This is an optimization exercise on Yosys and OpenROAD, whose aim is small area, a short achievable clock period and few clock cycles per item, not a production implementation.
In this exercise RTL edits were held to simulation tests only and were not proved equivalent to the original.

`design.v`:
```
`timescale 1ns / 1ps
`default_nettype none
package dsoyc_pkg;
    localparam int unsigned WYear    = 14;
    localparam int unsigned WMonth   = 4;
    localparam int unsigned WDay     = 5;
    localparam int unsigned WHour    = 5;
    localparam int unsigned WMinute  = 6;
    localparam int unsigned WSecond  = 6;
    localparam int unsigned WSeconds = 25;
    localparam int unsigned WDayNum  = 9;
    localparam int unsigned WTod     = 17;
    localparam logic [WYear-1:0]    YearMax  = 14'd9999;
    localparam logic [WSeconds-1:0] SecsMax  = 25'd31708799;
    localparam logic [WDayNum-1:0]  LastDayCommon = 9'd365;
    localparam logic [WDayNum-1:0]  LastDayLeap   = 9'd366;
    localparam logic [14:0] Div25Mul  = 15'd20972;
    localparam int unsigned Div25Sh   = 19;
    localparam logic [18:0] Div675Mul = 19'd397683;
    localparam int unsigned Div675Sh  = 28;
    localparam logic [12:0] Div225Mul = 13'd4661;
    localparam int unsigned Div225Sh  = 20;
    localparam logic [14:0] Div15Mul  = 15'd17477;
    localparam int unsigned Div15Sh   = 18;
    localparam logic [WMonth-1:0] MonthJan = 4'd1;
    localparam logic [WMonth-1:0] MonthMar = 4'd3;
    localparam logic [WMonth-1:0] MonthDec = 4'd12;
    function automatic logic [WDayNum-1:0] month_offset(input logic [WMonth-1:0] m,
                                                        input logic leap);
        logic [WDayNum-1:0] o;
        case (m)
            4'd1:    o = 9'd0;
            4'd2:    o = 9'd31;
            4'd3:    o = 9'd59;
            4'd4:    o = 9'd90;
            4'd5:    o = 9'd120;
            4'd6:    o = 9'd151;
            4'd7:    o = 9'd181;
            4'd8:    o = 9'd212;
            4'd9:    o = 9'd243;
            4'd10:   o = 9'd273;
            4'd11:   o = 9'd304;
            4'd12:   o = 9'd334;
            default: o = 9'd0;
        endcase
        if (leap && (m >= MonthMar) && (m <= MonthDec)) begin
            o = o + 9'd1;
        end
        month_offset = o;
    endfunction
endpackage
`default_nettype wire
`timescale 1ns / 1ps
`default_nettype none
module date_seconds_of_year_converter_unit (
    input  logic                            i_clk,
    input  logic                            i_rst_n,
    input  logic                            i_in_valid,
    output logic                            o_in_ready,
    input  logic                            i_in_mode,
    input  logic [dsoyc_pkg::WYear-1:0]     i_in_year,
    input  logic [dsoyc_pkg::WMonth-1:0]    i_in_month,
    input  logic [dsoyc_pkg::WDay-1:0]      i_in_day,
    input  logic [dsoyc_pkg::WHour-1:0]     i_in_hour,
    input  logic [dsoyc_pkg::WMinute-1:0]   i_in_minute,
    input  logic [dsoyc_pkg::WSecond-1:0]   i_in_second,
    input  logic [dsoyc_pkg::WSeconds-1:0]  i_in_seconds,
    output logic                            o_out_valid,
    input  logic                            i_out_ready,
    output logic [dsoyc_pkg::WSeconds-1:0]  o_out_seconds,
    output logic [dsoyc_pkg::WMonth-1:0]    o_out_month,
    output logic [dsoyc_pkg::WDay-1:0]      o_out_day,
    output logic [dsoyc_pkg::WHour-1:0]     o_out_hour,
    output logic [dsoyc_pkg::WMinute-1:0]   o_out_minute,
    output logic [dsoyc_pkg::WSecond-1:0]   o_out_second,
    output logic                            o_out_range_error
);
    function automatic logic [8:0] offc(input logic [3:0] m);
        case (m)
            4'd2:    offc = 9'd31;
            4'd3:    offc = 9'd59;
            4'd4:    offc = 9'd90;
            4'd5:    offc = 9'd120;
            4'd6:    offc = 9'd151;
            4'd7:    offc = 9'd181;
            4'd8:    offc = 9'd212;
            4'd9:    offc = 9'd243;
            4'd10:   offc = 9'd273;
            4'd11:   offc = 9'd304;
            4'd12:   offc = 9'd334;
            default: offc = 9'd0;
        endcase
    endfunction
    logic r_v1, r_v2, r_v3, r_v4;
    logic r_s_valid, r_out_valid, r_in_ready;
    logic adv, en, n_s_valid;
    assign adv        = !r_s_valid;
    assign en         = !r_out_valid || i_out_ready;
    assign n_s_valid  = !en && (r_s_valid || r_v4);
    assign o_in_ready = r_in_ready;
    logic        r1_mode;
    logic [13:0] r1_year;
    logic [25:0] r1_pay;
    logic [7:0]  r1_p;
    logic        r2_mode, r2_err, r2_leap;
    logic [25:0] r2_pay;
    logic        r3_mode, r3_err;
    logic [25:0] r3_pay;
    logic        r4_mode, r4_err;
    logic [25:0] r4_pay;
    logic        r_s_mode, r_s_err;
    logic [25:0] r_s_pay;
    logic [25:0] r_o_f;
    logic        r_o_z0, r_o_z1;
    logic        r_o_err;
    logic [25:0] n1_pay;
    logic [7:0]  n1_p;
    assign n1_p   = 8'(i_in_seconds[24:18]) + 8'(i_in_seconds[24:19]) + 8'(i_in_seconds[24:22]) + 8'd6;
    assign n1_pay = i_in_mode ? {1'b0, i_in_seconds}
                              : {i_in_month, i_in_day, i_in_hour, i_in_minute, i_in_second};
    logic [11:0] n2_qi;
    logic        n2_leap, n2_yerr, n2_err0, n2_err1, n2_err, n2_lm;
    logic [3:0]  n2_month;
    logic [4:0]  n2_day;
    logic [4:0]  n2_hour;
    logic [5:0]  n2_minute, n2_second;
    logic [8:0]  n2_dd;
    logic [16:0] n2_tod;
    logic [24:0] n2_secs;
    logic [8:0]  n2_dq;
    logic [25:0] n2_pay;
    dsoyc_inv25 u_inv25 (.q(r1_year[13:2]), .p(n2_qi));
    dsoyc_tod   u_tod   (.h(n2_hour), .m(n2_minute), .s(n2_second), .t(n2_tod));
    dsoyc_div675 u_div675 (.x(n2_secs[24:7]), .p(r1_p), .q(n2_dq));
    always_comb begin
        n2_leap = (r1_year[1:0] == 2'b00) && ((n2_qi > 12'd163) || (r1_year[3:2] == 2'b00));
        n2_yerr = (r1_year > 14'd9999);
        {n2_month, n2_day, n2_hour, n2_minute, n2_second} = r1_pay;
        n2_err0 = n2_yerr || (n2_month == 4'd0) || (n2_month > 4'd12) || (n2_day == 5'd0) ||
                  (n2_hour > 5'd23) || (n2_minute > 6'd59) || (n2_second > 6'd59);
        n2_dd   = 9'(n2_day) + offc(n2_month);
        n2_lm   = n2_leap && (n2_month >= 4'd3);
        n2_secs = r1_pay[24:0];
        n2_err1 = n2_yerr || (n2_secs > 25'd31708799) || (!n2_leap && (n2_secs >= 25'd31622400));
        n2_err  = r1_mode ? n2_err1 : n2_err0;
        n2_pay  = r1_mode ? {n2_dq, ~n2_secs[16:7], n2_secs[6:0]} : {n2_dd, n2_tod};
    end
    logic [16:0] n3_tod;
    logic [8:0]  n3_dq;
    logic [6:0]  n3_low;
    logic        n3_lm;
    logic [17:0] n3_y;
    logic [12:1] n3_c;
    logic [3:0]  n3_mon;
    logic [4:0]  n3_dom;
    logic [25:0] n3_pay;
    assign n3_tod = r2_pay[16:0];
    assign n3_dq  = r2_pay[25:17];
    assign n3_low = r2_pay[6:0];
    assign n3_lm  = r2_leap && !r2_mode;
    dsoyc_mac675 u_mac675 (.a(r2_pay[25:17]), .c(n3_lm), .b(r2_pay[16:7]), .y(n3_y));
    always_comb begin
        n3_c[1]  = (n3_dq != 9'd0);
        n3_c[2]  = (n3_dq > 9'd31);
        n3_c[3]  = r2_leap ? (n3_dq > 9'd60)  : (n3_dq > 9'd59);
        n3_c[4]  = r2_leap ? (n3_dq > 9'd91)  : (n3_dq > 9'd90);
        n3_c[5]  = r2_leap ? (n3_dq > 9'd121) : (n3_dq > 9'd120);
        n3_c[6]  = r2_leap ? (n3_dq > 9'd152) : (n3_dq > 9'd151);
        n3_c[7]  = r2_leap ? (n3_dq > 9'd182) : (n3_dq > 9'd181);
        n3_c[8]  = r2_leap ? (n3_dq > 9'd213) : (n3_dq > 9'd212);
        n3_c[9]  = r2_leap ? (n3_dq > 9'd244) : (n3_dq > 9'd243);
        n3_c[10] = r2_leap ? (n3_dq > 9'd274) : (n3_dq > 9'd273);
        n3_c[11] = r2_leap ? (n3_dq > 9'd305) : (n3_dq > 9'd304);
        n3_c[12] = r2_leap ? (n3_dq > 9'd335) : (n3_dq > 9'd334);
        n3_mon = 4'd0;
        for (int i = 1; i <= 12; i++) begin
            if (n3_c[i]) n3_mon = 4'(i);
        end
        n3_dom  = n3_dq[4:0] - 5'(r2_leap && n3_c[3]);
        n3_pay = r2_mode ? {n3_mon, n3_dom, ~n3_y[9:0], n3_low[6:4], n3_low[3:0]}
                         : {1'b0, n3_y, n3_tod[6:0]};
    end
    logic [3:0]  n4_mon;
    logic [4:0]  n4_dom;
    logic [4:0]  n4_day;
    logic [12:0] n4_u;
    logic [3:0]  n4_low;
    logic [4:0]  n4_h;
    logic [10:0] n4_tm;
    logic [25:0] n4_pay;
    assign {n4_mon, n4_dom, n4_u, n4_low} = r3_pay;
    dsoyc_div225 u_div225 (.u(n4_u), .q(n4_h));
    dsoyc_div15  u_div15  (.v({n4_u, n4_low[3:2]}), .q(n4_tm));
    assign n4_day = n4_dom - 5'(offc(n4_mon));
    assign n4_pay = r3_mode ? {n4_mon, n4_day, n4_h, n4_tm[5:0], n4_u[1:0], n4_low[3:0]} : r3_pay;
    logic        c_mode, c_err;
    logic [25:0] c_pay;
    logic [3:0]  c_mon;
    logic [4:0]  c_dom, c_h;
    logic [5:0]  c_tm;
    logic [3:0]  c_v;
    logic [1:0]  c_low;
    logic [5:0]  c_mi;
    logic [3:0]  c_rm;
    assign c_mode = r_s_valid ? r_s_mode : r4_mode;
    assign c_err  = r_s_valid ? r_s_err  : r4_err;
    assign c_pay  = r_s_valid ? r_s_pay  : r4_pay;
    assign {c_mon, c_dom, c_h, c_tm, c_v, c_low} = c_pay;
    assign c_mi = c_tm + {c_h[3:0], 2'b00};
    assign c_rm = c_v + c_tm[3:0];
    always_ff @(posedge i_clk) begin
        if (!i_rst_n) begin
            r_v1        <= 1'b0;
            r_v2        <= 1'b0;
            r_v3        <= 1'b0;
            r_v4        <= 1'b0;
            r_s_valid   <= 1'b0;
            r_in_ready  <= 1'b1;
            r_out_valid <= 1'b0;
        end else begin
            if (adv) begin
                r_v1 <= i_in_valid;
                r_v2 <= r_v1;
                r_v3 <= r_v2;
                r_v4 <= r_v3;
            end
            r_s_valid  <= n_s_valid;
            r_in_ready <= !n_s_valid;
            if (en) begin
                r_out_valid <= r_s_valid || r_v4;
            end
        end
    end
    always_ff @(posedge i_clk) begin
        if (adv) begin
            r1_mode <= i_in_mode;
            r1_year <= i_in_year;
            r1_pay  <= n1_pay;
            r1_p    <= n1_p;
            r2_mode <= r1_mode;
            r2_err  <= n2_err;
            r2_leap <= r1_mode ? n2_leap : n2_lm;
            r2_pay  <= n2_pay;
            r3_mode <= r2_mode;
            r3_err  <= r2_err;
            r3_pay  <= n3_pay;
            r4_mode <= r3_mode;
            r4_err  <= r3_err;
            r4_pay  <= n4_pay;
        end
        if (!r_s_valid) begin
            r_s_mode <= r4_mode;
            r_s_err  <= r4_err;
            r_s_pay  <= r4_pay;
        end
        if (en) begin
            r_o_err <= c_err;
            r_o_z0  <= !c_err && !c_mode;
            r_o_z1  <= !c_err && c_mode;
            r_o_f   <= c_mode ? {c_mon, c_dom, c_h, c_mi, c_rm, c_low} : c_pay;
        end
    end
    assign o_out_valid       = r_out_valid;
    assign o_out_seconds     = r_o_f[24:0] & {25{r_o_z0}};
    assign {o_out_month, o_out_day, o_out_hour, o_out_minute, o_out_second} = r_o_f & {26{r_o_z1}};
    assign o_out_range_error = r_o_err;
endmodule
module dsoyc_div675 (input wire [17:0] x, input wire [7:0] p, output wire [20:12] q);
    wire t1;
    wire t2;
    wire t3;
    wire t4;
    wire t5;
    wire t6;
    wire t7;
    wire t8;
    wire t9;
    wire t10;
    wire t11;
    wire t12;
    wire t13;
    wire t14;
    wire t15;
    wire t16;
    wire t17;
    wire t18;
    wire t19;
    wire t20;
    wire t21;
    wire t22;
    wire t23;
    wire t24;
    wire t25;
    wire t26;
    wire t27;
    wire t28;
    wire t29;
    wire t30;
    wire t31;
    wire t32;
    wire t33;
    wire t34;
    wire t35;
    wire t36;
    wire t37;
    wire t38;
    wire t39;
    wire t40;
    wire t41;
    wire t42;
    wire t43;
    wire t44;
    wire t45;
    wire t46;
    wire t47;
    wire t48;
    wire t49;
    wire t50;
    wire t51;
    wire t52;
    wire t53;
    wire t54;
    wire t55;
    wire t56;
    wire t57;
    wire t58;
    wire t59;
    wire t60;
    wire t61;
    wire t62;
    wire t63;
    wire t64;
    wire t65;
    wire t66;
    wire t67;
    wire t68;
    wire t69;
    wire t70;
    wire t71;
    wire t72;
    wire t73;
    wire t74;
    wire t75;
    wire t76;
    wire t77;
    wire t78;
    wire t79;
    wire t80;
    wire t81;
    wire t82;
    wire t83;
    wire t84;
    wire t85;
    wire t86;
    wire t87;
    wire t88;
    wire t89;
    wire t90;
    wire t91;
    wire t92;
    wire t93;
    wire t94;
    wire t95;
    wire t96;
    wire [21:0] ra, rb, rs;
    assign t1 = x[11] ^ x[9];
    assign t2 = x[11] & x[9];
    assign t3 = x[12] ^ x[10] ^ x[6];
    assign t4 = (x[12] & x[10]) | (x[12] & x[6]) | (x[10] & x[6]);
    assign t5 = x[1] ^ x[0];
    assign t6 = x[1] & x[0];
    assign t7 = x[13] ^ x[11] ^ x[7];
    assign t8 = (x[13] & x[11]) | (x[13] & x[7]) | (x[11] & x[7]);
    assign t9 = x[2] ^ x[1] ^ p[3];
    assign t10 = (x[2] & x[1]) | (x[2] & p[3]) | (x[1] & p[3]);
    assign t11 = x[14] ^ x[12] ^ x[8];
    assign t12 = (x[14] & x[12]) | (x[14] & x[8]) | (x[12] & x[8]);
    assign t13 = x[3] ^ x[2] ^ p[4];
    assign t14 = (x[3] & x[2]) | (x[3] & p[4]) | (x[2] & p[4]);
    assign t15 = x[15] ^ x[13] ^ x[9];
    assign t16 = (x[15] & x[13]) | (x[15] & x[9]) | (x[13] & x[9]);
    assign t17 = x[4] ^ x[3] ^ p[5];
    assign t18 = (x[4] & x[3]) | (x[4] & p[5]) | (x[3] & p[5]);
    assign t19 = x[16] ^ x[14] ^ x[10];
    assign t20 = (x[16] & x[14]) | (x[16] & x[10]) | (x[14] & x[10]);
    assign t21 = x[5] ^ x[4] ^ p[6];
    assign t22 = (x[5] & x[4]) | (x[5] & p[6]) | (x[4] & p[6]);
    assign t23 = x[17] ^ x[15] ^ x[11];
    assign t24 = (x[17] & x[15]) | (x[17] & x[11]) | (x[15] & x[11]);
    assign t25 = x[6] ^ x[5] ^ p[7];
    assign t26 = (x[6] & x[5]) | (x[6] & p[7]) | (x[5] & p[7]);
    assign t27 = x[16] ^ x[12] ^ x[7];
    assign t28 = (x[16] & x[12]) | (x[16] & x[7]) | (x[12] & x[7]);
    assign t29 = x[17] ^ x[13];
    assign t30 = x[17] & x[13];
    assign t31 = x[10] ^ x[8];
    assign t32 = x[10] & x[8];
    assign t33 = t1 ^ x[5] ^ x[0];
    assign t34 = (t1 & x[5]) | (t1 & x[0]) | (x[5] & x[0]);
    assign t35 = t2 ^ t3 ^ t5;
    assign t36 = (t2 & t3) | (t2 & t5) | (t3 & t5);
    assign t37 = t4 ^ t6 ^ t7;
    assign t38 = (t4 & t6) | (t4 & t7) | (t6 & t7);
    assign t39 = t8 ^ t10 ^ t11;
    assign t40 = (t8 & t10) | (t8 & t11) | (t10 & t11);
    assign t41 = t12 ^ t14 ^ t15;
    assign t42 = (t12 & t14) | (t12 & t15) | (t14 & t15);
    assign t43 = t16 ^ t18 ^ t19;
    assign t44 = (t16 & t18) | (t16 & t19) | (t18 & t19);
    assign t45 = t20 ^ t22 ^ t23;
    assign t46 = (t20 & t22) | (t20 & t23) | (t22 & t23);
    assign t47 = t24 ^ t26 ^ t27;
    assign t48 = (t24 & t26) | (t24 & t27) | (t26 & t27);
    assign t49 = t28 ^ t29 ^ x[8];
    assign t50 = (t28 & t29) | (t28 & x[8]) | (t29 & x[8]);
    assign t51 = t30 ^ x[14] ^ x[9];
    assign t52 = (t30 & x[14]) | (t30 & x[9]) | (x[14] & x[9]);
    assign t53 = x[15] ^ x[10];
    assign t54 = x[15] & x[10];
    assign t55 = x[16] ^ x[11];
    assign t56 = x[16] & x[11];
    assign t57 = x[17] ^ x[12];
    assign t58 = x[17] & x[12];
    assign t59 = t31 ^ x[4];
    assign t60 = t31 & x[4];
    assign t61 = t32 ^ t33 ^ p[1];
    assign t62 = (t32 & t33) | (t32 & p[1]) | (t33 & p[1]);
    assign t63 = t34 ^ t35 ^ p[2];
    assign t64 = (t34 & t35) | (t34 & p[2]) | (t35 & p[2]);
    assign t65 = t36 ^ t37 ^ t9;
    assign t66 = (t36 & t37) | (t36 & t9) | (t37 & t9);
    assign t67 = t38 ^ t39 ^ t13;
    assign t68 = (t38 & t39) | (t38 & t13) | (t39 & t13);
    assign t69 = t40 ^ t41 ^ t17;
    assign t70 = (t40 & t41) | (t40 & t17) | (t41 & t17);
    assign t71 = t42 ^ t43 ^ t21;
    assign t72 = (t42 & t43) | (t42 & t21) | (t43 & t21);
    assign t73 = t44 ^ t45 ^ t25;
    assign t74 = (t44 & t45) | (t44 & t25) | (t45 & t25);
    assign t75 = t46 ^ t47 ^ x[6];
    assign t76 = (t46 & t47) | (t46 & x[6]) | (t47 & x[6]);
    assign t77 = t48 ^ t49 ^ x[7];
    assign t78 = (t48 & t49) | (t48 & x[7]) | (t49 & x[7]);
    assign t79 = t50 ^ t51 ^ x[8];
    assign t80 = (t50 & t51) | (t50 & x[8]) | (t51 & x[8]);
    assign t81 = t52 ^ t53 ^ x[9];
    assign t82 = (t52 & t53) | (t52 & x[9]) | (t53 & x[9]);
    assign t83 = t54 ^ t55 ^ x[10];
    assign t84 = (t54 & t55) | (t54 & x[10]) | (t55 & x[10]);
    assign t85 = t56 ^ t57 ^ x[11];
    assign t86 = (t56 & t57) | (t56 & x[11]) | (t57 & x[11]);
    assign t87 = t58 ^ x[13] ^ x[12];
    assign t88 = (t58 & x[13]) | (t58 & x[12]) | (x[13] & x[12]);
    assign t89 = x[14] ^ x[13];
    assign t90 = x[14] & x[13];
    assign t91 = x[15] ^ x[14];
    assign t92 = x[15] & x[14];
    assign t93 = x[16] ^ x[15];
    assign t94 = x[16] & x[15];
    assign t95 = x[17] ^ x[16];
    assign t96 = x[17] & x[16];
    assign ra = {1'b0, 1'b0, t96, t94, t92, t90, t88, t86, t84, t82, t80, t78, t76, t74, t72, t70, t68, t66, t64, t62, t60, t59};
    assign rb = {1'b0, 1'b0, x[17], t95, t93, t91, t89, t87, t85, t83, t81, t79, t77, t75, t73, t71, t69, t67, t65, t63, t61, p[0]};
    assign rs = ra + rb;
    assign q = rs[20:12];
endmodule
module dsoyc_div225 (input wire [12:0] u, output wire [13:9] q);
    wire t1;
    wire t2;
    wire t3;
    wire t4;
    wire t5;
    wire t6;
    wire t7;
    wire t8;
    wire t9;
    wire t10;
    wire t11;
    wire t12;
    wire t13;
    wire t14;
    wire t15;
    wire t16;
    wire t17;
    wire t18;
    wire t19;
    wire t20;
    wire t21;
    wire t22;
    wire t23;
    wire t24;
    wire t25;
    wire t26;
    wire t27;
    wire t28;
    wire t29;
    wire t30;
    wire t31;
    wire t32;
    wire t33;
    wire t34;
    wire t35;
    wire t36;
    wire t37;
    wire t38;
    wire t39;
    wire t40;
    wire t41;
    wire t42;
    wire t43;
    wire t44;
    wire t45;
    wire t46;
    wire t47;
    wire t48;
    wire t49;
    wire t50;
    wire t51;
    wire t52;
    wire t53;
    wire t54;
    wire [14:0] ra, rb, rs;
    assign t1 = u[9] ^ u[7];
    assign t2 = u[9] & u[7];
    assign t3 = u[10] ^ u[8] ^ u[7];
    assign t4 = (u[10] & u[8]) | (u[10] & u[7]) | (u[8] & u[7]);
    assign t5 = u[3] ^ u[0];
    assign t6 = u[3] & u[0];
    assign t7 = u[11] ^ u[9] ^ u[8];
    assign t8 = (u[11] & u[9]) | (u[11] & u[8]) | (u[9] & u[8]);
    assign t9 = u[4] ^ u[1];
    assign t10 = u[4] & u[1];
    assign t11 = u[12] ^ u[10] ^ u[9];
    assign t12 = (u[12] & u[10]) | (u[12] & u[9]) | (u[10] & u[9]);
    assign t13 = u[5] ^ u[2];
    assign t14 = u[5] & u[2];
    assign t15 = u[11] ^ u[10] ^ u[6];
    assign t16 = (u[11] & u[10]) | (u[11] & u[6]) | (u[10] & u[6]);
    assign t17 = u[12] ^ u[11];
    assign t18 = u[12] & u[11];
    assign t19 = t1 ^ u[6];
    assign t20 = t1 & u[6];
    assign t21 = t2 ^ t3 ^ t5;
    assign t22 = (t2 & t3) | (t2 & t5) | (t3 & t5);
    assign t23 = t4 ^ t6 ^ t7;
    assign t24 = (t4 & t6) | (t4 & t7) | (t6 & t7);
    assign t25 = t8 ^ t10 ^ t11;
    assign t26 = (t8 & t10) | (t8 & t11) | (t10 & t11);
    assign t27 = t12 ^ t14 ^ t15;
    assign t28 = (t12 & t14) | (t12 & t15) | (t14 & t15);
    assign t29 = t16 ^ t17 ^ u[7];
    assign t30 = (t16 & t17) | (t16 & u[7]) | (t17 & u[7]);
    assign t31 = t18 ^ u[12] ^ u[8];
    assign t32 = (t18 & u[12]) | (t18 & u[8]) | (u[12] & u[8]);
    assign t33 = t19 ^ u[2];
    assign t34 = t19 & u[2];
    assign t35 = t20 ^ t21 ^ 1'b1;
    assign t36 = (t20 & t21) | (t20 & 1'b1) | (t21 & 1'b1);
    assign t37 = t22 ^ t23 ^ t9;
    assign t38 = (t22 & t23) | (t22 & t9) | (t23 & t9);
    assign t39 = t24 ^ t25 ^ t13;
    assign t40 = (t24 & t25) | (t24 & t13) | (t25 & t13);
    assign t41 = t26 ^ t27 ^ u[3];
    assign t42 = (t26 & t27) | (t26 & u[3]) | (t27 & u[3]);
    assign t43 = t28 ^ t29 ^ u[4];
    assign t44 = (t28 & t29) | (t28 & u[4]) | (t29 & u[4]);
    assign t45 = t30 ^ t31 ^ u[5];
    assign t46 = (t30 & t31) | (t30 & u[5]) | (t31 & u[5]);
    assign t47 = t32 ^ u[9] ^ u[6];
    assign t48 = (t32 & u[9]) | (t32 & u[6]) | (u[9] & u[6]);
    assign t49 = u[10] ^ u[7];
    assign t50 = u[10] & u[7];
    assign t51 = u[11] ^ u[8];
    assign t52 = u[11] & u[8];
    assign t53 = u[12] ^ u[9];
    assign t54 = u[12] & u[9];
    assign ra = {1'b0, u[12], u[11], t54, t52, t50, t48, t46, t44, t42, t40, t38, t36, t34, t33};
    assign rb = {1'b0, 1'b0, 1'b0, u[10], t53, t51, t49, t47, t45, t43, t41, t39, t37, t35, 1'b1};
    assign rs = ra + rb;
    assign q = rs[13:9];
endmodule
module dsoyc_div15 (input wire [14:0] v, output wire [16:6] q);
    wire t1;
    wire t2;
    wire t3;
    wire t4;
    wire t5;
    wire t6;
    wire t7;
    wire t8;
    wire t9;
    wire t10;
    wire t11;
    wire t12;
    wire t13;
    wire t14;
    wire t15;
    wire t16;
    wire t17;
    wire t18;
    wire t19;
    wire t20;
    wire t21;
    wire t22;
    wire t23;
    wire t24;
    wire t25;
    wire t26;
    wire t27;
    wire t28;
    wire t29;
    wire t30;
    wire t31;
    wire t32;
    wire t33;
    wire t34;
    wire t35;
    wire t36;
    wire t37;
    wire t38;
    wire t39;
    wire t40;
    wire t41;
    wire t42;
    wire t43;
    wire t44;
    wire t45;
    wire t46;
    wire [17:0] ra, rb, rs;
    assign t1 = v[12] ^ v[8];
    assign t2 = v[12] & v[8];
    assign t3 = v[13] ^ v[9];
    assign t4 = v[13] & v[9];
    assign t5 = v[14] ^ v[10];
    assign t6 = v[14] & v[10];
    assign t7 = t1 ^ v[4];
    assign t8 = t1 & v[4];
    assign t9 = t2 ^ t3 ^ v[5];
    assign t10 = (t2 & t3) | (t2 & v[5]) | (t3 & v[5]);
    assign t11 = t4 ^ t5 ^ v[6];
    assign t12 = (t4 & t5) | (t4 & v[6]) | (t5 & v[6]);
    assign t13 = t6 ^ v[11] ^ v[7];
    assign t14 = (t6 & v[11]) | (t6 & v[7]) | (v[11] & v[7]);
    assign t15 = v[12] ^ v[8];
    assign t16 = v[12] & v[8];
    assign t17 = v[13] ^ v[9];
    assign t18 = v[13] & v[9];
    assign t19 = v[14] ^ v[10];
    assign t20 = v[14] & v[10];
    assign t21 = v[10] ^ v[6];
    assign t22 = v[10] & v[6];
    assign t23 = v[11] ^ v[7] ^ v[3];
    assign t24 = (v[11] & v[7]) | (v[11] & v[3]) | (v[7] & v[3]);
    assign t25 = t7 ^ v[0] ^ 1'b1;
    assign t26 = (t7 & v[0]) | (t7 & 1'b1) | (v[0] & 1'b1);
    assign t27 = t8 ^ t9 ^ v[1];
    assign t28 = (t8 & t9) | (t8 & v[1]) | (t9 & v[1]);
    assign t29 = t10 ^ t11 ^ v[2];
    assign t30 = (t10 & t11) | (t10 & v[2]) | (t11 & v[2]);
    assign t31 = t12 ^ t13 ^ v[3];
    assign t32 = (t12 & t13) | (t12 & v[3]) | (t13 & v[3]);
    assign t33 = t14 ^ t15 ^ v[4];
    assign t34 = (t14 & t15) | (t14 & v[4]) | (t15 & v[4]);
    assign t35 = t16 ^ t17 ^ v[5];
    assign t36 = (t16 & t17) | (t16 & v[5]) | (t17 & v[5]);
    assign t37 = t18 ^ t19 ^ v[6];
    assign t38 = (t18 & t19) | (t18 & v[6]) | (t19 & v[6]);
    assign t39 = t20 ^ v[11] ^ v[7];
    assign t40 = (t20 & v[11]) | (t20 & v[7]) | (v[11] & v[7]);
    assign t41 = v[12] ^ v[8];
    assign t42 = v[12] & v[8];
    assign t43 = v[13] ^ v[9];
    assign t44 = v[13] & v[9];
    assign t45 = v[14] ^ v[10];
    assign t46 = v[14] & v[10];
    assign ra = {1'b0, v[14], v[13], v[12], t46, t44, t42, t40, t38, t36, t34, t32, t30, t28, t26, t24, t22, t21};
    assign rb = {1'b0, 1'b0, 1'b0, 1'b0, v[11], t45, t43, t41, t39, t37, t35, t33, t31, t29, t27, t25, t23, v[2]};
    assign rs = ra + rb;
    assign q = rs[16:6];
endmodule
module dsoyc_tod (input wire [4:0] h, input wire [5:0] m, input wire [5:0] s, output wire [16:0] t);
    wire t1;
    wire t2;
    wire t3;
    wire t4;
    wire t5;
    wire t6;
    wire t7;
    wire t8;
    wire t9;
    wire t10;
    wire t11;
    wire t12;
    wire t13;
    wire t14;
    wire t15;
    wire t16;
    wire t17;
    wire t18;
    wire t19;
    wire t20;
    wire t21;
    wire t22;
    wire t23;
    wire t24;
    wire t25;
    wire t26;
    wire t27;
    wire t28;
    wire t29;
    wire t30;
    wire t31;
    wire t32;
    wire t33;
    wire t34;
    wire t35;
    wire t36;
    wire t37;
    wire t38;
    wire t39;
    wire t40;
    wire t41;
    wire t42;
    wire t43;
    wire t44;
    wire t45;
    wire t46;
    wire t47;
    wire t48;
    wire t49;
    wire t50;
    wire t51;
    wire t52;
    wire t53;
    wire t54;
    wire t55;
    wire t56;
    wire t57;
    wire t58;
    wire t59;
    wire t60;
    wire [16:0] ra, rb, rs;
    assign t1 = h[0] ^ m[2];
    assign t2 = h[0] & m[2];
    assign t3 = h[1] ^ m[3] ^ m[2];
    assign t4 = (h[1] & m[3]) | (h[1] & m[2]) | (m[3] & m[2]);
    assign t5 = m[1] ^ m[0];
    assign t6 = m[1] & m[0];
    assign t7 = h[2] ^ m[4] ^ m[3];
    assign t8 = (h[2] & m[4]) | (h[2] & m[3]) | (m[4] & m[3]);
    assign t9 = m[2] ^ m[1];
    assign t10 = m[2] & m[1];
    assign t11 = h[3] ^ m[5] ^ m[4];
    assign t12 = (h[3] & m[5]) | (h[3] & m[4]) | (m[5] & m[4]);
    assign t13 = m[3] ^ m[2];
    assign t14 = m[3] & m[2];
    assign t15 = h[4] ^ m[5] ^ m[4];
    assign t16 = (h[4] & m[5]) | (h[4] & m[4]) | (m[5] & m[4]);
    assign t17 = t1 ^ m[1];
    assign t18 = t1 & m[1];
    assign t19 = t2 ^ t3 ^ t5;
    assign t20 = (t2 & t3) | (t2 & t5) | (t3 & t5);
    assign t21 = t4 ^ t6 ^ t7;
    assign t22 = (t4 & t6) | (t4 & t7) | (t6 & t7);
    assign t23 = t8 ^ t10 ^ t11;
    assign t24 = (t8 & t10) | (t8 & t11) | (t10 & t11);
    assign t25 = t12 ^ t14 ^ t15;
    assign t26 = (t12 & t14) | (t12 & t15) | (t14 & t15);
    assign t27 = t16 ^ h[0] ^ m[5];
    assign t28 = (t16 & h[0]) | (t16 & m[5]) | (h[0] & m[5]);
    assign t29 = h[1] ^ h[0];
    assign t30 = h[1] & h[0];
    assign t31 = h[2] ^ h[1];
    assign t32 = h[2] & h[1];
    assign t33 = h[3] ^ h[2];
    assign t34 = h[3] & h[2];
    assign t35 = h[4] ^ h[3];
    assign t36 = h[4] & h[3];
    assign t37 = m[1] ^ m[0];
    assign t38 = m[1] & m[0];
    assign t39 = t17 ^ m[0] ^ s[4];
    assign t40 = (t17 & m[0]) | (t17 & s[4]) | (m[0] & s[4]);
    assign t41 = t18 ^ t19 ^ s[5];
    assign t42 = (t18 & t19) | (t18 & s[5]) | (t19 & s[5]);
    assign t43 = t20 ^ t21 ^ t9;
    assign t44 = (t20 & t21) | (t20 & t9) | (t21 & t9);
    assign t45 = t22 ^ t23 ^ t13;
    assign t46 = (t22 & t23) | (t22 & t13) | (t23 & t13);
    assign t47 = t24 ^ t25 ^ m[3];
    assign t48 = (t24 & t25) | (t24 & m[3]) | (t25 & m[3]);
    assign t49 = t26 ^ t27 ^ m[4];
    assign t50 = (t26 & t27) | (t26 & m[4]) | (t27 & m[4]);
    assign t51 = t28 ^ t29 ^ m[5];
    assign t52 = (t28 & t29) | (t28 & m[5]) | (t29 & m[5]);
    assign t53 = t30 ^ t31 ^ h[0];
    assign t54 = (t30 & t31) | (t30 & h[0]) | (t31 & h[0]);
    assign t55 = t32 ^ t33 ^ h[1];
    assign t56 = (t32 & t33) | (t32 & h[1]) | (t33 & h[1]);
    assign t57 = t34 ^ t35 ^ h[2];
    assign t58 = (t34 & t35) | (t34 & h[2]) | (t35 & h[2]);
    assign t59 = t36 ^ h[4] ^ h[3];
    assign t60 = (t36 & h[4]) | (t36 & h[3]) | (h[4] & h[3]);
    assign ra = {1'b0, t60, t58, t56, t54, t52, t50, t48, t46, t44, t42, t40, t38, t37, m[0], s[1], s[0]};
    assign rb = {1'b0, h[4], t59, t57, t55, t53, t51, t49, t47, t45, t43, t41, t39, s[3], s[2], 1'b0, 1'b0};
    assign rs = ra + rb;
    assign t = rs[16:0];
endmodule
module dsoyc_mac675 (input wire [8:0] a, input wire [0:0] c, input wire [9:0] b, output wire [17:0] y);
    wire t1;
    wire t2;
    wire t3;
    wire t4;
    wire t5;
    wire t6;
    wire t7;
    wire t8;
    wire t9;
    wire t10;
    wire t11;
    wire t12;
    wire t13;
    wire t14;
    wire t15;
    wire t16;
    wire t17;
    wire t18;
    wire t19;
    wire t20;
    wire t21;
    wire t22;
    wire t23;
    wire t24;
    wire t25;
    wire t26;
    wire t27;
    wire t28;
    wire t29;
    wire t30;
    wire t31;
    wire t32;
    wire t33;
    wire t34;
    wire t35;
    wire t36;
    wire t37;
    wire t38;
    wire t39;
    wire t40;
    wire t41;
    wire t42;
    wire t43;
    wire t44;
    wire t45;
    wire t46;
    wire t47;
    wire t48;
    wire t49;
    wire t50;
    wire t51;
    wire t52;
    wire t53;
    wire t54;
    wire t55;
    wire t56;
    wire t57;
    wire t58;
    wire t59;
    wire t60;
    wire t61;
    wire t62;
    wire t63;
    wire t64;
    wire t65;
    wire t66;
    wire t67;
    wire t68;
    wire t69;
    wire t70;
    wire t71;
    wire t72;
    wire t73;
    wire t74;
    wire t75;
    wire t76;
    wire [17:0] ra, rb, rs;
    assign t1 = a[5] ^ a[4];
    assign t2 = a[5] & a[4];
    assign t3 = a[6] ^ a[5];
    assign t4 = a[6] & a[5];
    assign t5 = a[7] ^ a[6] ^ a[2];
    assign t6 = (a[7] & a[6]) | (a[7] & a[2]) | (a[6] & a[2]);
    assign t7 = a[0] ^ c[0];
    assign t8 = a[0] & c[0];
    assign t9 = a[8] ^ a[7] ^ a[3];
    assign t10 = (a[8] & a[7]) | (a[8] & a[3]) | (a[7] & a[3]);
    assign t11 = a[1] ^ b[8];
    assign t12 = a[1] & b[8];
    assign t13 = a[8] ^ a[4] ^ a[2];
    assign t14 = (a[8] & a[4]) | (a[8] & a[2]) | (a[4] & a[2]);
    assign t15 = a[0] ^ c[0] ^ b[9];
    assign t16 = (a[0] & c[0]) | (a[0] & b[9]) | (c[0] & b[9]);
    assign t17 = a[5] ^ a[3];
    assign t18 = a[5] & a[3];
    assign t19 = a[1] ^ a[0];
    assign t20 = a[1] & a[0];
    assign t21 = a[2] ^ a[1];
    assign t22 = a[2] & a[1];
    assign t23 = a[3] ^ a[2];
    assign t24 = a[3] & a[2];
    assign t25 = a[4] ^ a[3];
    assign t26 = a[4] & a[3];
    assign t27 = t1 ^ a[0] ^ c[0];
    assign t28 = (t1 & a[0]) | (t1 & c[0]) | (a[0] & c[0]);
    assign t29 = t2 ^ t3 ^ a[1];
    assign t30 = (t2 & t3) | (t2 & a[1]) | (t3 & a[1]);
    assign t31 = t4 ^ t5 ^ t7;
    assign t32 = (t4 & t5) | (t4 & t7) | (t5 & t7);
    assign t33 = t6 ^ t8 ^ t9;
    assign t34 = (t6 & t8) | (t6 & t9) | (t8 & t9);
    assign t35 = t10 ^ t12 ^ t13;
    assign t36 = (t10 & t12) | (t10 & t13) | (t12 & t13);
    assign t37 = t14 ^ t16 ^ t17;
    assign t38 = (t14 & t16) | (t14 & t17) | (t16 & t17);
    assign t39 = t18 ^ a[6] ^ a[4];
    assign t40 = (t18 & a[6]) | (t18 & a[4]) | (a[6] & a[4]);
    assign t41 = a[7] ^ a[5];
    assign t42 = a[7] & a[5];
    assign t43 = a[8] ^ a[6];
    assign t44 = a[8] & a[6];
    assign t45 = a[0] ^ c[0];
    assign t46 = a[0] & c[0];
    assign t47 = t19 ^ c[0] ^ b[1];
    assign t48 = (t19 & c[0]) | (t19 & b[1]) | (c[0] & b[1]);
    assign t49 = t20 ^ t21 ^ b[2];
    assign t50 = (t20 & t21) | (t20 & b[2]) | (t21 & b[2]);
    assign t51 = t22 ^ t23 ^ b[3];
    assign t52 = (t22 & t23) | (t22 & b[3]) | (t23 & b[3]);
    assign t53 = t24 ^ t25 ^ b[4];
    assign t54 = (t24 & t25) | (t24 & b[4]) | (t25 & b[4]);
    assign t55 = t26 ^ t27 ^ b[5];
    assign t56 = (t26 & t27) | (t26 & b[5]) | (t27 & b[5]);
    assign t57 = t28 ^ t29 ^ b[6];
    assign t58 = (t28 & t29) | (t28 & b[6]) | (t29 & b[6]);
    assign t59 = t30 ^ t31 ^ b[7];
    assign t60 = (t30 & t31) | (t30 & b[7]) | (t31 & b[7]);
    assign t61 = t32 ^ t33 ^ t11;
    assign t62 = (t32 & t33) | (t32 & t11) | (t33 & t11);
    assign t63 = t34 ^ t35 ^ t15;
    assign t64 = (t34 & t35) | (t34 & t15) | (t35 & t15);
    assign t65 = t36 ^ t37 ^ a[1];
    assign t66 = (t36 & t37) | (t36 & a[1]) | (t37 & a[1]);
    assign t67 = t38 ^ t39 ^ a[2];
    assign t68 = (t38 & t39) | (t38 & a[2]) | (t39 & a[2]);
    assign t69 = t40 ^ t41 ^ a[3];
    assign t70 = (t40 & t41) | (t40 & a[3]) | (t41 & a[3]);
    assign t71 = t42 ^ t43 ^ a[4];
    assign t72 = (t42 & t43) | (t42 & a[4]) | (t43 & a[4]);
    assign t73 = t44 ^ a[7] ^ a[5];
    assign t74 = (t44 & a[7]) | (t44 & a[5]) | (a[7] & a[5]);
    assign t75 = a[8] ^ a[6];
    assign t76 = a[8] & a[6];
    assign ra = {a[8], t76, t74, t72, t70, t68, t66, t64, t62, t60, t58, t56, t54, t52, t50, t48, t46, t45};
    assign rb = {1'b0, a[7], t75, t73, t71, t69, t67, t65, t63, t61, t59, t57, t55, t53, t51, t49, t47, b[0]};
    assign rs = ra + rb;
    assign y = rs[17:0];
endmodule
module dsoyc_inv25 (input wire [11:0] q, output wire [11:0] p);
    wire t1;
    wire t2;
    wire t3;
    wire t4;
    wire t5;
    wire t6;
    wire t7;
    wire t8;
    wire t9;
    wire t10;
    wire t11;
    wire t12;
    wire t13;
    wire t14;
    wire t15;
    wire t16;
    wire t17;
    wire t18;
    wire t19;
    wire t20;
    wire [11:0] ra, rb, rs;
    assign t1 = q[11] ^ q[8];
    assign t2 = q[11] & q[8];
    assign t3 = q[10] ^ q[7];
    assign t4 = q[10] & q[7];
    assign t5 = t1 ^ q[6] ^ q[1];
    assign t6 = (t1 & q[6]) | (t1 & q[1]) | (q[6] & q[1]);
    assign t7 = q[5] ^ q[2];
    assign t8 = q[5] & q[2];
    assign t9 = q[6] ^ q[3] ^ q[1];
    assign t10 = (q[6] & q[3]) | (q[6] & q[1]) | (q[3] & q[1]);
    assign t11 = q[7] ^ q[4] ^ q[2];
    assign t12 = (q[7] & q[4]) | (q[7] & q[2]) | (q[4] & q[2]);
    assign t13 = q[8] ^ q[5] ^ q[3];
    assign t14 = (q[8] & q[5]) | (q[8] & q[3]) | (q[5] & q[3]);
    assign t15 = q[9] ^ q[6] ^ q[4];
    assign t16 = (q[9] & q[6]) | (q[9] & q[4]) | (q[6] & q[4]);
    assign t17 = t3 ^ q[5] ^ q[0];
    assign t18 = (t3 & q[5]) | (t3 & q[0]) | (q[5] & q[0]);
    assign t19 = t4 ^ t5 ^ q[0];
    assign t20 = (t4 & t5) | (t4 & q[0]) | (t5 & q[0]);
    assign ra = {t18, t16, t14, t12, t10, t8, t7, q[4], q[3], q[2], q[1], q[0]};
    assign rb = {t19, t17, t15, t13, t11, t9, q[0], q[1], q[0], 1'b0, 1'b0, 1'b0};
    assign rs = ra + rb;
    assign p = rs[11:0];
endmodule
`default_nettype wire
```
`flow/run.sh`:
```
#!/bin/bash
# The standard layout, with the port buffers made of sky130_fd_sc_hd__buf_1 cells.
set -euo pipefail
sed 's|SETUP_SLACK_MARGIN=5 |SETUP_SLACK_MARGIN=5 BUFFER_PORTS_ARGS="-buffer_cell sky130_fd_sc_hd__buf_1" |' standard.sh > standard_b.sh
bash standard_b.sh > standard.log 2>&1
```
`standard.sh`:
```
#!/bin/bash
# synth_recipe.tcl (not shown) runs the flow's synth.tcl, then flattens the netlist and writes it again
# the make line also repeats each setting of config.mk as NAME=value (left out here)
make -C /OpenROAD-flow-scripts/flow DESIGN_CONFIG=/design/flow/config.mk WORK_HOME=/design/flow/orfs CLKGATE_MAP_FILE= SYNTH_SCRIPT=/design/flow/synth_recipe.tcl "${@:-finish}"
```
`config.mk`:
```
export PLATFORM = sky130hd
export DESIGN_NAME = date_seconds_of_year_converter_unit
export DESIGN_NICKNAME = date_seconds_of_year_converter_unit
export VERILOG_FILES = /design/flow/design.v
export SDC_FILE = /design/flow/constraint.sdc
export NUM_CORES = 4
export LEC_CHECK = 0
export CAP_MARGIN = 20
export CORE_MARGIN = 2
export CORE_UTILIZATION = 40
export SETUP_SLACK_MARGIN = 5
export SLEW_MARGIN = 20
```
`constraint.sdc`:
```
create_clock -name core_clock -period 9.0 [get_ports {i_clk}]
set_input_delay 1.8000 -clock core_clock [delete_from_list [all_inputs] [get_ports {i_clk}]]
set_output_delay 1.8000 -clock core_clock [all_outputs]
set_load 0.01 [all_outputs]
```
==> flow_summary.yaml, run 1 <==
timing:
  skew_ns: 0.01028
  max_freq_ghz: 0.2456
  min_period_ns: 4.071
  drv_slew: 0
  worst_slew_pin_slew_ns: 0.9615
  setup_violations: 0
  slew_headroom: 0.3590
  hold-worst-slack_ns: 0.4207
  fin_crit_sh: 0.4524
  grt_setup_unrepaired: "true"
  hold_viol: 0
  finalSetupTns_ns: 0
setup_path:
  r2r_end: "r2_pay[24]"
  r2r_start: "r1_pay[17]"
  critPathMaxFanout: 4
  cp.required_ns: 9.29
  reg2reg_depth: 15
  cpPeakStageDelay_ns: 0.55
  arrival_ns: 4.36
  cpLargestDelayFamily: "adder cells"
  start_kind: "register"
  cp.buffers_inverters: 4
  slowest_stage: "fa_1"
  path_cells: "inv_2 -> fa_1 -> inv_1 -> fa_1 -> inv_1 -> fa_1 -> inv_1 -> ha_4 -> nand4_1 -> a21o_1 -> a211o_1 -> a21oi_2 -> nor2_2 -> a2111o_1 -> o221ai_1"
  endpoint_kind: "register"
  path_depth: 15
  r2r_slack_ns: 4.93
  worstSetupPathType: "register to register"
die:
  die-area_sq_um: 43370
  die_x_microns: 208.3
  die_h_microns: 208.3
  ioPinCount: 124
  start_util: 0.4068
  core_sq_um: 41020
  rows: 74
synthesis:
  synth_area_sq_um: 16690
  yosysWarnings: 1
  synthesis.nets: 1943
  synth_cell_types: 71
  ys_seq_area_frac: 0.3353
  async_flop_share: 0
  synth_ff_type: "edfxtp_1"
  syn_inst: 1532
  ys_ff_latch: 198
  syn_avg_cell_area_sq_um: 10.89
  synth_edf_count: 163
layout:
  area_growth_pct: 16.53
  layout.cells.non_filler: 2291
  layout_commonest_cell: "ha_1"
  final_cell_mix: "215 x ha_1, 201 x inv_1, 163 x edfxtp_1"
  final_nets: 2157
  drive_above_1_share: 0.1563
  ff_latch_area_sq_um: 5595
  stdcell_area_sq_um: 19450
  fillers: 3749
  antenna_cells: 0
  multiInputGateArea_sq_um: 10460
status:
  status: "finished clean"
run:
  maxCapViolCount: 0
clock_tree:
  cts_made_buffers: 17
  clock_sinks: 198
  cts_tree: "yes"
  cts_max_level: 4
  clk_pin_slew_ns: 0.07
  clk_latency_ns: 0.46
  cts_buffer_depth: 2
  cts_root_buffer: "clkbuf_16"
grt:
  antenna_found_initial: 0
  grt_max_degree: 78
  grt_pass1_vias: 11810
  grt_overflow_total: 0
  grt_pass1_wl_microns: 59600
  grt_util_all_layers: 0.1708
route:
  drc: 0
  vias_per_cell: 5.149
  ant_nets: 0
  vias: 11800
  dr.pass1.iters: 6
  drtIter0Drc: 771
  wl_per_cell_microns: 15.86
  drt-total-wl_microns: 36330
placed_design:
  placed_cells: 2162
  post_dp_cell_area_sq_um: 17770
  gp_congestion: 0.9275
  hpwl_microns: 26800
  numPortBuffers: 123
hold_path:
  min_path_cells: 0
  worstHoldStart: "r2_pay[1]"
  hold_path_class: "register to register"
  worst_hold_path.endpoint: "r3_pay[1]"
==> metrics by stage <==
stage,setup slack (ns),utilization
after floorplan,4.953,-
after global placement,4.590,0.4332
after detailed placement,4.497,0.4332
after CTS,4.927,0.4606
after global routing,4.810,0.4741
final,4.929,0.4741
==> repair_timing <==
item,in CTS,in global routing
hold buffers,0,0
hold endpoints to repair,0,0
pin swaps,4,50
endpoints found under the setup margin,23,24
buffers inserted,61,36
gates resized for setup,23,64
==> cell type report <==
class | instances | area share
clock buffers | 17 | 0.02188
clock inverters | 15 | 0.008815
inverters | 222 | 0.04375
multi-input cells | 1080 | 0.5380
flip-flops and latches | 198 | 0.2877
well taps | 532 | 0.03423
repair buffers | 227 | 0.06563
==> logic make-up (layout without fill, tap and decap cells) <==
group                      Yosys count  in the layout  synth area share
AOI/OAI and AO/OA                  277            277            0.1100
buffers and inverters              254            481           0.05728
adders and majority gates          341            341            0.3065
muxes                               78             78           0.05256
and+or+nand+nor                    304            304           0.09470
xor gates and xnor gates            80             80           0.04364
DFF                                198            198            0.3353
==> metal layers <==
metal / GRT usage / wire length (microns) / vias up
met3: 0.03109 / 1697 / 54
met2: 0.2942 / 17640 / 346
met4: 0.04912 / 735 / 0
met5: 0 / 0 / -
met1: 0.2194 / 16260 / 5638
li1: - / - / 5758
==> state kept, by name, indices dropped and copies added (netlist names), 8 cells and up <==
name     flops
r1_pay      26
r1_p         8
r1_year     14
r3_pay      26
r_s_pay     26
r2_pay      26
r_o_f       26
r4_pay      26
==> cells in the mapped netlist, types with 18 or more instances <==
library cell	n	share of area
mux2_2	57	0.038
xnor2_1	60	0.031
edfxtp_1	163	0.29
inv_1	221	0.050
a21oi_1	66	0.020
xor2_1	18	0.0094
ha_1	228	0.17
mux2i_1	19	0.011
clkbuf_1	25	0.0056
o21ai_0	52	0.016
a21o_1	34	0.015
nor2_1	50	0.011
nand3_1	23	0.0069
fa_1	113	0.14
nand2_1	69	0.016
and2_1	56	0.021
dfxtp_1	35	0.042
nor3_1	22	0.0066
==> worst max-delay path by stage <==
stage | endpoint | slack, ns | from
after detailed placement | r3_pay[24] | 4.50 | r2_pay[19]
final | r2_pay[24] | 4.93 | r1_pay[17]
after global routing | r2_pay[24] | 4.81 | r1_pay[17]
after global placement | r2_pay[24] | 4.59 | r1_pay[16]
after CTS | r3_pay[24] | 4.93 | r2_pay[22]
after floorplan | r3_pay[24] | 4.95 | r2_mode
Testbench counts, summed over its fixed seeds: cycles 24,040, items 24,000.
==> run 2, diff against run 1 <==
==> flow/run.sh (replaced) <==
#!/bin/bash
# The standard layout, with the port buffers made of sky130_fd_sc_hd__buf_2 cells.
set -euo pipefail
sed 's|SETUP_SLACK_MARGIN=5 |SETUP_SLACK_MARGIN=5 BUFFER_PORTS_ARGS="-buffer_cell sky130_fd_sc_hd__buf_2" |' standard.sh > standard_b.sh
bash standard_b.sh > standard.log 2>&1
==> run 2 against run 1 <==
Sequential share of layout area down 0.53 points. Via count down 1.0%. Clock skew about the same. Critical path depth down 3. Non-clock buffer count up 6. Synthesized cell count unchanged.
==> flow_summary.yaml, run 2 <==
status:
  status: "finished clean"
grt:
  grt_pass1_wl_microns: 59800
  antenna_found_initial: 0
  grt_overflow_total: 0
  grt_util_all_layers: 0.1727
  grt_max_degree: 87
  grt_pass1_vias: 11660
synthesis:
  yosys-top-cells-area: "edfxtp_1 29%, ha_1 17%, fa_1 14%"
  synth_area_sq_um: 16690
  synth_ff_type: "edfxtp_1"
  syn_avg_cell_area_sq_um: 10.89
  async_flop_share: 0
  yosysWarnings: 1
  ys_top_cells_by_count: "228 x ha_1, 221 x inv_1, 163 x edfxtp_1"
  yosysTopAreaCell: "edfxtp_1"
  syn_inst: 1532
  synthesis.nets: 1943
  synth_cell_types: 71
  synth_top_cell_area_share: 0.2933
  synth_edf_count: 163
  yosysMostFrequentCell: "ha_1"
  ys_ff_latch: 198
  ys_seq_area_frac: 0.3353
placed_design:
  gp_congestion: 0.8709
  hpwl_microns: 27360
  place_ws_ns: 4.526
  numPortBuffers: 123
layout:
  antenna_cells: 0
  area_growth_pct: 18.70
  final_cell_mix: "215 x ha_1, 201 x inv_1, 163 x edfxtp_1"
  utilization: 0.4829
  drive_above_1_share: 0.2357
  layout_commonest_cell: "ha_1"
  final_nets: 2163
route:
  drtIter0Drc: 573
  wl_per_cell_microns: 16.21
  met1_length_microns: 16780
  vias: 11680
  vias_per_cell: 5.083
  drt-total-wl_microns: 37240
  wl_met3_microns: 1520
  dr.pass1.iters: 5
  drc: 0
  top_layer: "met4"
  wl_met2_microns: 18140
  ant_nets: 0
die:
  ioPinCount: 124
  rows: 74
  die-area_sq_um: 43370
  die_h_microns: 208.3
  start_util: 0.4068
  core_sq_um: 41020
  die_x_microns: 208.3
setup_path:
  path_cells: "buf_4 -> buf_6 -> fa_1 -> fa_1 -> fa_1 -> ha_4 -> or3_4 -> o2111a_1 -> o31a_1 -> o21a_1 -> or2_0 -> o22ai_2"
  worstSetupPathType: "register to register"
  crit_top_cell: "fa_1"
  arrival_ns: 4.39
  cp.required_ns: 9.31
  slowest_stage: "fa_1"
  cp.buffers_inverters: 2
  start_kind: "register"
  critPathMaxFanout: 5
  cpLargestDelayFamily: "adder cells"
  cpPeakStageDelay_ns: 0.54
  endpoint_kind: "register"
timing:
  drv_slew: 0
  slew_headroom: 0.4087
  skew_ns: 0.01034
  grt_setup_unrepaired: "true"
  max_freq_ghz: 0.2448
  min_period_ns: 4.085
  setup_violations: 0
  setup_ws_ns: 4.915
  hold_viol: 0
  fin_crit_sh: 0.4539
  finalSetupTns_ns: 0
  worst_slew_pin_slew_ns: 0.8869
clock_tree:
  ctsHoldBuffers: 0
  cts_root_buffer: "clkbuf_16"
  cts_tree: "yes"
  clock_sinks: 198
  cts_max_level: 4
  clk_latency_ns: 0.46
  cts_made_buffers: 17
  cts_buffer_depth: 2
  clk_pin_slew_ns: 0.08
run:
  maxCapViolCount: 0
hold_path:
  hold_path_class: "register to register"
## run 2: cell counts after synthesis
Identical to the previous run, type by type.
## run 2: cell type report
| type | count | area (sq um) |
|---|---|---|
| fillers | 3780 | 21210 |
| multi-input cells | 1080 | 10550 |
| flip-flops and latches | 198 | 5595 |
| repair buffers | 233 | 1518 |
| inverters | 222 | 850.8 |
| well taps | 532 | 665.6 |
| clock buffers | 17 | 425.4 |
| clock inverters | 15 | 201.4 |
## run 2: worst reg2reg max path, cell delays in order, from the launching register on
cell and delay (ns):
edfxtp_1 0.49, buf_4 0.19, buf_6 0.12, fa_1 0.46, fa_1 0.51, fa_1 0.54, ha_4 0.20, or3_4 0.38
o2111a_1 0.29, o31a_1 0.26, o21a_1 0.18, or2_0 0.22, o22ai_2 0.10
## run 2: cells by family after synthesis
group | Yosys count | synth area share
flops | 198 | 0.3353
simple gates | 304 | 0.09470
compound gates | 277 | 0.1100
xor+xnor | 80 | 0.04364
fa+ha+maj | 341 | 0.3065
buf+inv | 254 | 0.05728
mux | 78 | 0.05256
## run 2: path summary, 6_finish.rpt
| kind | start | end | slack, ns | cells past startpoint |
|---|---|---|---|---|
| max | r1_pay[16] | r2_pay[14] | 4.92 | 12 |
| min | r2_pay[2] | r3_pay[2] | 0.43 | 0 |
| max reg2reg | r1_pay[16] | r2_pay[14] | 4.92 | 12 |
| min reg2reg | r2_pay[2] | r3_pay[2] | 0.43 | 0 |
## run 2: routing by layer
| layer | track usage | vias up |
|---|---|---|
| met5 | 0 | - |
| li1 | - | 5765 |
| met2 | 0.3003 | 298 |
| met3 | 0.02672 | 54 |
| met1 | 0.2219 | 5559 |
| met4 | 0.05086 | 0 |
## run 2: what timing repair did
| item | in CTS | in global routing |
|---|---|---|
| setup endpoints to repair | 26 | 23 |
| cloned | 0 | 1 |
| setup buffers | 65 | 38 |
| endpoints found under the hold margin | 0 | 0 |
| pin swaps | 3 | 59 |
| gates resized for setup | 21 | 89 |
## run 2: per-stage QoR
step                      cell area [sq um]  cells  hold slack, ns
final                                 19810   2297          0.4263
after global routing                  19810   2297          0.4294
after CTS                             19090   2257          0.4282
after floorplan                       16720   1532          0.4003
after detailed placement              17910   2160          0.4084
after global placement                17910   2160          0.4024
==> run 3, diff against run 2 <==
--- a/design.v
+++ b/design.v
@@ -91,13 +91,11 @@
             default: offc = 9'd0;
         endcase
     endfunction
-    logic r_v1, r_v2, r_v3, r_v4;
-    logic r_s_valid, r_out_valid, r_in_ready;
-    logic adv, en, n_s_valid;
-    assign adv        = !r_s_valid;
+    logic r_v1, r_v2, r_v3;
+    logic r_out_valid;
+    logic en;
     assign en         = !r_out_valid || i_out_ready;
-    assign n_s_valid  = !en && (r_s_valid || r_v4);
-    assign o_in_ready = r_in_ready;
+    assign o_in_ready = en;
     logic        r1_mode;
     logic [13:0] r1_year;
     logic [25:0] r1_pay;
@@ -106,10 +104,6 @@
     logic [25:0] r2_pay;
     logic        r3_mode, r3_err;
     logic [25:0] r3_pay;
-    logic        r4_mode, r4_err;
-    logic [25:0] r4_pay;
-    logic        r_s_mode, r_s_err;
-    logic [25:0] r_s_pay;
     logic [25:0] r_o_f;
     logic        r_o_z0, r_o_z1;
     logic        r_o_err;
@@ -180,59 +174,39 @@
         n3_pay = r2_mode ? {n3_mon, n3_dom, ~n3_y[9:0], n3_low[6:4], n3_low[3:0]}
                          : {1'b0, n3_y, n3_tod[6:0]};
     end
-    logic [3:0]  n4_mon;
-    logic [4:0]  n4_dom;
-    logic [4:0]  n4_day;
-    logic [12:0] n4_u;
-    logic [3:0]  n4_low;
-    logic [4:0]  n4_h;
-    logic [10:0] n4_tm;
-    logic [25:0] n4_pay;
-    assign {n4_mon, n4_dom, n4_u, n4_low} = r3_pay;
-    dsoyc_div225 u_div225 (.u(n4_u), .q(n4_h));
-    dsoyc_div15  u_div15  (.v({n4_u, n4_low[3:2]}), .q(n4_tm));
-    assign n4_day = n4_dom - 5'(offc(n4_mon));
-    assign n4_pay = r3_mode ? {n4_mon, n4_day, n4_h, n4_tm[5:0], n4_u[1:0], n4_low[3:0]} : r3_pay;
     logic        c_mode, c_err;
     logic [25:0] c_pay;
     logic [3:0]  c_mon;
-    logic [4:0]  c_dom, c_h;
-    logic [5:0]  c_tm;
-    logic [3:0]  c_v;
-    logic [1:0]  c_low;
-    logic [5:0]  c_mi;
-    logic [3:0]  c_rm;
-    assign c_mode = r_s_valid ? r_s_mode : r4_mode;
-    assign c_err  = r_s_valid ? r_s_err  : r4_err;
-    assign c_pay  = r_s_valid ? r_s_pay  : r4_pay;
-    assign {c_mon, c_dom, c_h, c_tm, c_v, c_low} = c_pay;
-    assign c_mi = c_tm + {c_h[3:0], 2'b00};
-    assign c_rm = c_v + c_tm[3:0];
+    logic [4:0]  c_dom;
+    logic [4:0]  c_day;
+    logic [12:0] c_u;
+    logic [3:0]  c_low;
+    logic [4:0]  c_h;
+    logic [10:0] c_tm;
+    assign c_mode = r3_mode;
+    assign c_err  = r3_err;
+    assign c_pay  = r3_pay;
+    assign {c_mon, c_dom, c_u, c_low} = c_pay;
+    dsoyc_div225 u_div225 (.u(c_u), .q(c_h));
+    dsoyc_div15  u_div15  (.v({c_u, c_low[3:2]}), .q(c_tm));
+    assign c_day = c_dom - 5'(offc(c_mon));
     always_ff @(posedge i_clk) begin
         if (!i_rst_n) begin
             r_v1        <= 1'b0;
             r_v2        <= 1'b0;
             r_v3        <= 1'b0;
-            r_v4        <= 1'b0;
-            r_s_valid   <= 1'b0;
-            r_in_ready  <= 1'b1;
             r_out_valid <= 1'b0;
         end else begin
-            if (adv) begin
-                r_v1 <= i_in_valid;
-                r_v2 <= r_v1;
-                r_v3 <= r_v2;
-                r_v4 <= r_v3;
-            end
-            r_s_valid  <= n_s_valid;
-            r_in_ready <= !n_s_valid;
             if (en) begin
-                r_out_valid <= r_s_valid || r_v4;
+                r_v1        <= i_in_valid;
+                r_v2        <= r_v1;
+                r_v3        <= r_v2;
+                r_out_valid <= r_v3;
             end
         end
     end
     always_ff @(posedge i_clk) begin
-        if (adv) begin
+        if (en) begin
             r1_mode <= i_in_mode;
             r1_year <= i_in_year;
             r1_pay  <= n1_pay;
@@ -244,25 +218,21 @@
             r3_mode <= r2_mode;
             r3_err  <= r2_err;
             r3_pay  <= n3_pay;
-            r4_mode <= r3_mode;
-            r4_err  <= r3_err;
-            r4_pay  <= n4_pay;
-        end
-        if (!r_s_valid) begin
-            r_s_mode <= r4_mode;
-            r_s_err  <= r4_err;
-            r_s_pay  <= r4_pay;
-        end
-        if (en) begin
             r_o_err <= c_err;
             r_o_z0  <= !c_err && !c_mode;
             r_o_z1  <= !c_err && c_mode;
-            r_o_f   <= c_mode ? {c_mon, c_dom, c_h, c_mi, c_rm, c_low} : c_pay;
+            r_o_f   <= c_mode ? {c_mon, c_day, c_h, c_tm[5:0], c_u[1:0], c_low} : c_pay;
         end
     end
     assign o_out_valid       = r_out_valid;
     assign o_out_seconds     = r_o_f[24:0] & {25{r_o_z0}};
-    assign {o_out_month, o_out_day, o_out_hour, o_out_minute, o_out_second} = r_o_f & {26{r_o_z1}};
+    logic [5:0] o_mi;
+    logic [3:0] o_rm;
+    assign o_mi = r_o_f[11:6] + {r_o_f[15:12], 2'b00};
+    assign o_rm = r_o_f[5:2] + r_o_f[9:6];
+    assign {o_out_month, o_out_day, o_out_hour} = r_o_f[25:12] & {14{r_o_z1}};
+    assign o_out_minute = o_mi & {6{r_o_z1}};
+    assign o_out_second = {o_rm, r_o_f[1:0]} & {6{r_o_z1}};
     assign o_out_range_error = r_o_err;
 endmodule
 module dsoyc_div675 (input wire [17:0] x, input wire [7:0] p, output wire [20:12] q);
==> flow/run.sh (replaced) <==
#!/bin/bash
# The standard layout, with the port buffers made of sky130_fd_sc_hd__buf_1 cells.
set -euo pipefail
sed 's|SETUP_SLACK_MARGIN=5 |SETUP_SLACK_MARGIN=5 BUFFER_PORTS_ARGS="-buffer_cell sky130_fd_sc_hd__buf_1" |' standard.sh > standard_b.sh
bash standard_b.sh > standard.log 2>&1
==> run 3 against run 2 <==
Still clean. Count of clock-buffer cells in the layout is the same. Sequential share of layout area is 4.3 points lower. Critical endpoint is now r2_pay[24]. Highest routed layer unchanged.
==> flow_summary.yaml, run 3 <==
status:
  status: "finished clean"
setup_path:
  cp.buffers_inverters: 3
  path_cells: "inv_4 -> buf_4 -> fa_1 -> fa_1 -> fa_1 -> inv_1 -> ha_1 -> nand4_1 -> nor2_1 -> o31ai_2 -> a211o_1 -> a21o_2 -> a31oi_1 -> or3_1 -> a31o_1"
  startpoint: "r1_pay[22]"
  crit_top_cell: "fa_1"
  cp.required_ns: 9.21
  critPathMaxFanout: 5
  slowest_stage: "fa_1"
  cpPeakStageDelay_ns: 0.55
  worstSetupPathType: "register to register"
  start_kind: "register"
  cpLargestDelayFamily: "adder cells"
  r2r_start: "r1_pay[22]"
  arrival_ns: 4.32
  endpoint_kind: "register"
route:
  wl_per_cell_microns: 16.29
  drc: 0
  ant_nets: 0
  dr.pass1.iters: 5
  drtIter0Drc: 507
  vias_per_cell: 5.078
  vias: 10610
  drt-total-wl_microns: 34040
synthesis:
  async_flop_share: 0
  yosys-top-cells-area: "edfxtp_1 28%, ha_1 19%, fa_1 15%"
  synth_top_cell_area_share: 0.2751
  synth_cell_types: 79
  synthesis.nets: 1815
  synth_ff_type: "edfxtp_1"
  ys_seq_area_frac: 0.2805
  synth_edf_count: 135
  syn_inst: 1404
  synth_area_sq_um: 14740
  ys_ff_latch: 139
  syn_avg_cell_area_sq_um: 10.50
  ys_top_cells_by_count: "228 x ha_1, 224 x inv_1, 135 x edfxtp_1"
  yosysTopAreaCell: "edfxtp_1"
  yosysMostFrequentCell: "ha_1"
  yosysWarnings: 1
grt:
  antenna_found_initial: 1
  grt_overflow_total: 0
  grt_pass1_wl_microns: 54620
  grt_max_degree: 83
  grt_util_all_layers: 0.1809
  grt_pass1_vias: 10750
placed_design:
  post_dp_cell_area_sq_um: 15720
  hpwl_microns: 25460
  numPortBuffers: 123
  place_ws_ns: 4.440
  gp_congestion: 0.8986
die:
  die_h_microns: 195.9
  die-area_sq_um: 38390
  core_sq_um: 36430
  ioPinCount: 124
  rows: 70
  start_util: 0.4044
  die_x_microns: 195.9
clock_tree:
  clk_pin_slew_ns: 0.07
  cts_buffer_depth: 2
  cts_root_buffer: "clkbuf_16"
  cts_tree: "yes"
  cts_made_buffers: 17
  clk_latency_ns: 0.45
  clock_sinks: 139
  cts_max_level: 4
  ctsHoldBuffers: 0
layout:
  fillers: 3445
  drive_above_1_share: 0.1487
  layout_commonest_cell: "ha_1"
  stdcell_area_sq_um: 17280
  ff_latch_area_sq_um: 4134
  area_growth_pct: 17.29
  final_cell_mix: "215 x ha_1, 206 x inv_1, 135 x edfxtp_1"
  multiInputGateArea_sq_um: 9940
  utilization: 0.4743
  antenna_cells: 0
  final_nets: 2019
hold_path:
  hold_path_class: "register to register"
  worstHoldStart: "r2_pay[4]"
timing:
  slew_headroom: 0.3278
  worst_slew_pin_slew_ns: 1.008
  min_period_ns: 4.110
  fin_crit_sh: 0.4566
  max_freq_ghz: 0.2433
  hold_viol: 0
  drv_slew: 0
  finalSetupTns_ns: 0
  setup_violations: 0
  setup_ws_ns: 4.890
  grt_setup_unrepaired: "true"
  skew_ns: 0.009194
run:
  maxCapViolCount: 0
## run 3: cell types whose count changed in the layout (fill, tap and decap cells not counted), sizes merged, moves of 8 or more
cell / before / now
mux2: 57 / 32
o21a: 16 / 8
edfxtp: 163 / 135
dfxtp: 35 / 4
nand2: 69 / 54
buf: 232 / 213
xor2: 18 / 29
## run 3: logic make-up (layout without fill, tap and decap cells)
group                    after synthesis  count (layout)  synth area share
flip-flops                           139             139            0.2805
buffers and inverters                254             471           0.06623
multiplexers                          52              52           0.03974
AND/OR/NAND/NOR                      271             271           0.09671
XOR/XNOR                              93              93           0.05528
adder cells (fa/ha/maj)              341             341            0.3471
AO/OA/AOI/OAI                        254             254            0.1144
## run 3: worst paths after layout
check | to | slack, ns | depth (start not counted)
min reg2reg | r3_pay[4] | 0.42 | 0
min | r3_pay[4] | 0.42 | 0
max | r2_pay[24] | 4.89 | 15
max reg2reg | r2_pay[24] | 4.89 | 15
## run 3: stage by stage
stage / hold slack (ns) / cells
4_1_cts: 0.4230 / 2066
5_1_grt: 0.4283 / 2089
3_3_place_gp: 0.4039 / 1970
6_report: 0.4201 / 2089
2_1_floorplan: 0.4003 / 1404
3_5_place_dp: 0.4075 / 1970
## run 3: final cells by class
cell class                      instances  share of cell area
Multi-Input combinational cell       1011              0.5751
Sequential cell                       139              0.2392
Tap cell                              468             0.03388
Timing Repair Buffer                  214             0.06921
Clock buffer                           17             0.02461
Inverter                              225             0.04988
Clock inverter                         15            0.008108
## run 3: layer usage
metal | routed length [microns] | share of wire | global-route usage | vias to the layer above
met4 | 973 | 0.029 | 0.06453 | 0
met2 | 16700 | 0.49 | 0.3171 | 251
li1 | - | - | - | 5240
met1 | 15020 | 0.44 | 0.2249 | 5058
met3 | 1344 | 0.039 | 0.03043 | 58
met5 | 0 | 0 | 0 | -
## run 3: what timing repair did
item | in CTS | in global routing
endpoints found under the setup margin | 28 | 28
pin swaps | 16 | 36
gates resized for setup | 19 | 65
cloned | 0 | 0
buffers inserted | 64 | 23
hold endpoints to repair | 0 | 0
Testbench counts of run 3, summed over its fixed seeds: cycles 24,032, items 24,000.

==> port drivers added, routing unchanged <==
The flow's constraints put no driver on any port. The routed layouts listed below were extracted and timed again, unchanged, in two steps.
Step 1 assumes that a clkbuf_16 drives the clock port and a buf_2 every other input.
Step 2 also shifts input and output timing later by t, the mid clock arrival at the registers, as if the neighbouring blocks saw the same clock.
a / b / c = ideal ports / drivers / drivers and shift; a / b = the first two.
run | t (ns) | slack for setup (ns) | worst data-port slew with drivers (ns) | pins driven straight from the clock port
run 1 | 0.506 | 4.929 / 4.929 / 4.837 | 0.03 | 1
run 2 | 0.510 | 4.915 / 4.915 / 4.905 | 0.04 | 1
run 3 | 0.495 | 4.890 / 4.890 / 4.789 | 0.11 | 1
After both steps every run listed still meets setup and hold. The setup slack of run 3, which loses most, moves by 0.000 ns with the drivers and by -0.101 ns with both steps.
